This is an optimization exercise on Yosys and OpenROAD, whose aim is small area and few clock cycles per item, not a production implementation.
Only simulation tests tie the RTL to the original design; equivalence was not proved.
No activity file was given, so power comes from the tool's default toggle rates.

// vector_mac_pipe
module vector_mac_pipe #(
    parameter int DATA_W = 16,
    parameter int FRAC   = 12,
    parameter int LEN    = 3
) (
    input  logic                  clk,
    input  logic                  rst,
    input  logic                  in_valid,
    output logic                  in_ready,
    input  logic [LEN*DATA_W-1:0] in_a,
    input  logic [LEN*DATA_W-1:0] in_b,
    input  logic                  in_first,
    input  logic                  in_last,
    output logic                  out_valid,
    input  logic                  out_ready,
    output logic [DATA_W-1:0]     out_data
);
    logic [15:0] acc, nxt, base;
    logic [15:0] hx, s1_hx;
    logic [14:0] hy, s1_hy;
    logic [2:0]  lc, s1_lc;    
    wire e0_0_one_n = ~(in_b[0] ^ 1'b0);
    wire e0_0_two_n = ~((in_b[1] & ~in_b[0] & ~1'b0) | (~in_b[1] & in_b[0] & 1'b0));
    wire e0_0_neg = in_b[1] & ~(in_b[0] & 1'b0);
    wire e0_0_xn0;
    vmac_xnor u_e0_0_xn0 (.a(in_a[0]), .b(e0_0_neg), .y(e0_0_xn0));
    wire e0_0_xn1;
    vmac_xnor u_e0_0_xn1 (.a(in_a[1]), .b(e0_0_neg), .y(e0_0_xn1));
    wire e0_0_xn2;
    vmac_xnor u_e0_0_xn2 (.a(in_a[2]), .b(e0_0_neg), .y(e0_0_xn2));
    wire e0_0_xn3;
    vmac_xnor u_e0_0_xn3 (.a(in_a[3]), .b(e0_0_neg), .y(e0_0_xn3));
    wire e0_0_xn4;
    vmac_xnor u_e0_0_xn4 (.a(in_a[4]), .b(e0_0_neg), .y(e0_0_xn4));
    wire e0_0_xn5;
    vmac_xnor u_e0_0_xn5 (.a(in_a[5]), .b(e0_0_neg), .y(e0_0_xn5));
    wire e0_0_xn6;
    vmac_xnor u_e0_0_xn6 (.a(in_a[6]), .b(e0_0_neg), .y(e0_0_xn6));
    wire e0_0_xn7;
    vmac_xnor u_e0_0_xn7 (.a(in_a[7]), .b(e0_0_neg), .y(e0_0_xn7));
    wire e0_0_xn8;
    vmac_xnor u_e0_0_xn8 (.a(in_a[8]), .b(e0_0_neg), .y(e0_0_xn8));
    wire e0_0_xn9;
    vmac_xnor u_e0_0_xn9 (.a(in_a[9]), .b(e0_0_neg), .y(e0_0_xn9));
    wire e0_0_xn10;
    vmac_xnor u_e0_0_xn10 (.a(in_a[10]), .b(e0_0_neg), .y(e0_0_xn10));
    wire e0_0_xn11;
  ...
Size: ~1500 cells after synthesis, about 120 I/O pins, roughly 17000 um^2 of cells after synthesis.
export LEC_CHECK = 0
export CAP_MARGIN = 20
export CORE_MARGIN = 2
export CORE_UTILIZATION = 50
export CTS_BUF_LIST = sky130_fd_sc_hd__clkbuf_8
export GPL_TIMING_DRIVEN = 0
export SLEW_MARGIN = 20
export SYNTH_HIERARCHICAL = 1
export SYNTH_MINIMUM_KEEP_SIZE = 0
create_clock -name core_clock -period 7.0 [get_ports {clk}]
standard.sh (not shown) runs the stock make flow with config.mk's settings and CLKGATE_MAP_FILE= SYNTH_SCRIPT=/design/flow/synth_recipe.tcl, a recipe that flattens the netlist after the stock synthesis.
==> flow/flow/run.sh <==
#!/bin/bash
# The standard layout, with the port buffers made of the smallest buffer
# cell instead of the one buffer_ports picks by default; repair_design still
# upsizes any that need it.
set -euo pipefail
export BUFFER_PORTS_ARGS="-buffer_cell sky130_fd_sc_hd__buf_1"
bash standard.sh > standard.log 2>&1
The first run went through all stages and came out clean.
Testbench counts at the start, summed over its fixed seeds: cycles 16,639, items 16,000.
Then changed:
- CORE_UTILIZATION: 50 -> 40
Outcome: Setup slack gets worse by 0.011 ns. Non-clock buffer count stays the same. Total power shrinks slightly. Routed wire length went up by a few percent. Final cell count went up by a few percent. Critical path depth stays the same.

---

run 1:
vector_mac_pipe again, from the RTL that the note above started with.
==> flow/config.mk <==
export PLATFORM = sky130hd
export DESIGN_NAME = vector_mac_pipe
export DESIGN_NICKNAME = vector_mac_pipe
export VERILOG_FILES = /design/flow/design.v
export SDC_FILE = /design/flow/constraint.sdc
export NUM_CORES = 4
export LEC_CHECK = 0
export CAP_MARGIN = 0
export CORE_MARGIN = 2
export CORE_UTILIZATION = 40
export CTS_BUF_LIST = sky130_fd_sc_hd__clkbuf_8
export GPL_TIMING_DRIVEN = 0
export SLEW_MARGIN = 0
export SYNTH_HIERARCHICAL = 1
export SYNTH_MINIMUM_KEEP_SIZE = 0
==> flow/constraint.sdc <==
create_clock -name core_clock -period 7.0 [get_ports {clk}]
set_input_delay 1.4000 -clock core_clock [delete_from_list [all_inputs] [get_ports {clk}]]
set_output_delay 1.4000 -clock core_clock [all_outputs]
set_load 0.01 [all_outputs]
Scripts as last shown in full above: flow/flow/run.sh
Testbench counts of run 1, summed over its fixed seeds: cycles 16,639, items 16,000.
Modified inputs, run 2 compared to run 1
diff --git a/flow/config.mk b/flow/config.mk
--- a/flow/config.mk
+++ b/flow/config.mk
@@ -6,10 +6,10 @@
 export NUM_CORES = 4
 export LEC_CHECK = 0
-export CAP_MARGIN = 0
+export CAP_MARGIN = 20
 export CORE_MARGIN = 2
-export CORE_UTILIZATION = 40
+export CORE_UTILIZATION = 58
 export CTS_BUF_LIST = sky130_fd_sc_hd__clkbuf_8
 export GPL_TIMING_DRIVEN = 0
-export SLEW_MARGIN = 0
+export SLEW_MARGIN = 20
 export SYNTH_HIERARCHICAL = 1
 export SYNTH_MINIMUM_KEEP_SIZE = 0
[summary]
Height of the die in run 2 vs run 1: down 17%. Diff run 1 -> run 2: number of nets in the layout saw little to no change, pre-CTS setup slack grew by 0.51 ns. [diff] least setup slack across all paths after layout, run 2 relative to run 1: improvement. Between run 1 and run 2, delay contributed by the slowest stage of the critical path decreased.
Input-level comparison between run 3 and run 2:
diff --git a/flow/config.mk b/flow/config.mk
--- a/flow/config.mk
+++ b/flow/config.mk
@@ -8,6 +8,8 @@
 export CAP_MARGIN = 20
 export CORE_MARGIN = 2
-export CORE_UTILIZATION = 58
-export CTS_BUF_LIST = sky130_fd_sc_hd__clkbuf_8
+export CORE_UTILIZATION = 40
+export CTS_BUF_LIST = sky130_fd_sc_hd__clkbuf_16
+export CTS_CLUSTER_DIAMETER = 200
+export CTS_CLUSTER_SIZE = 36
 export GPL_TIMING_DRIVEN = 0
 export SLEW_MARGIN = 20
==> comparison <==
Run 3: no failed stages, no open violations at the end
Run 3 ended with less global-route usage than run 2.
Cell area: run 3 worse than run 2
Max area added between synthesis and finish across run 3 and run 2: run 3
Compared to run 2, run 3 has clock skew after layout 0.0092 ns lower.
Run 3 packs its core more loosely than run 2.
Re number of max-slew violations in the final report: no difference whatsoever between run 2 and run 3.
Compared with run 2, fill cell total of the finished layout in run 3 increased by more than half.

separate check: timing with driven ports:
Ports are ideal in the flow. The routed layouts listed here were re-timed in OpenROAD.
Step 1: set_driving_cell puts a clkbuf_16 on clk and a buf_2 on each other input, an assumption about the parent block.
Step 2 also shifts input and output timing later by t, the mid clock arrival at the registers, as if the neighbouring blocks saw the same clock.
Three values: ideal ports, drivers, drivers and shift; two values: the first two.
run	shift t [ns]	setup slack, ns	hold slack, ns
the first run of note 1	0.370	0.502 / 0.513 / 0.143	0.468 / 0.468 / 0.468
the second run of note 1	0.373	0.492 / 0.503 / 0.130	0.470 / 0.470 / 0.470
run 1	0.381	0.211 / 0.225 / -0.156	0.472 / 0.472 / 0.472
run 2	0.384	0.309 / 0.322 / -0.061	0.483 / 0.483 / 0.483
run 3	0.364	0.464 / 0.481 / 0.117	0.467 / 0.467 / 0.467
With both steps, setup timing fails in run 1 and run 2, where it was met with ideal ports. For run 2, which loses most, drivers alone change the setup slack by +0.013 ns; drivers and shift together by -0.370 ns.
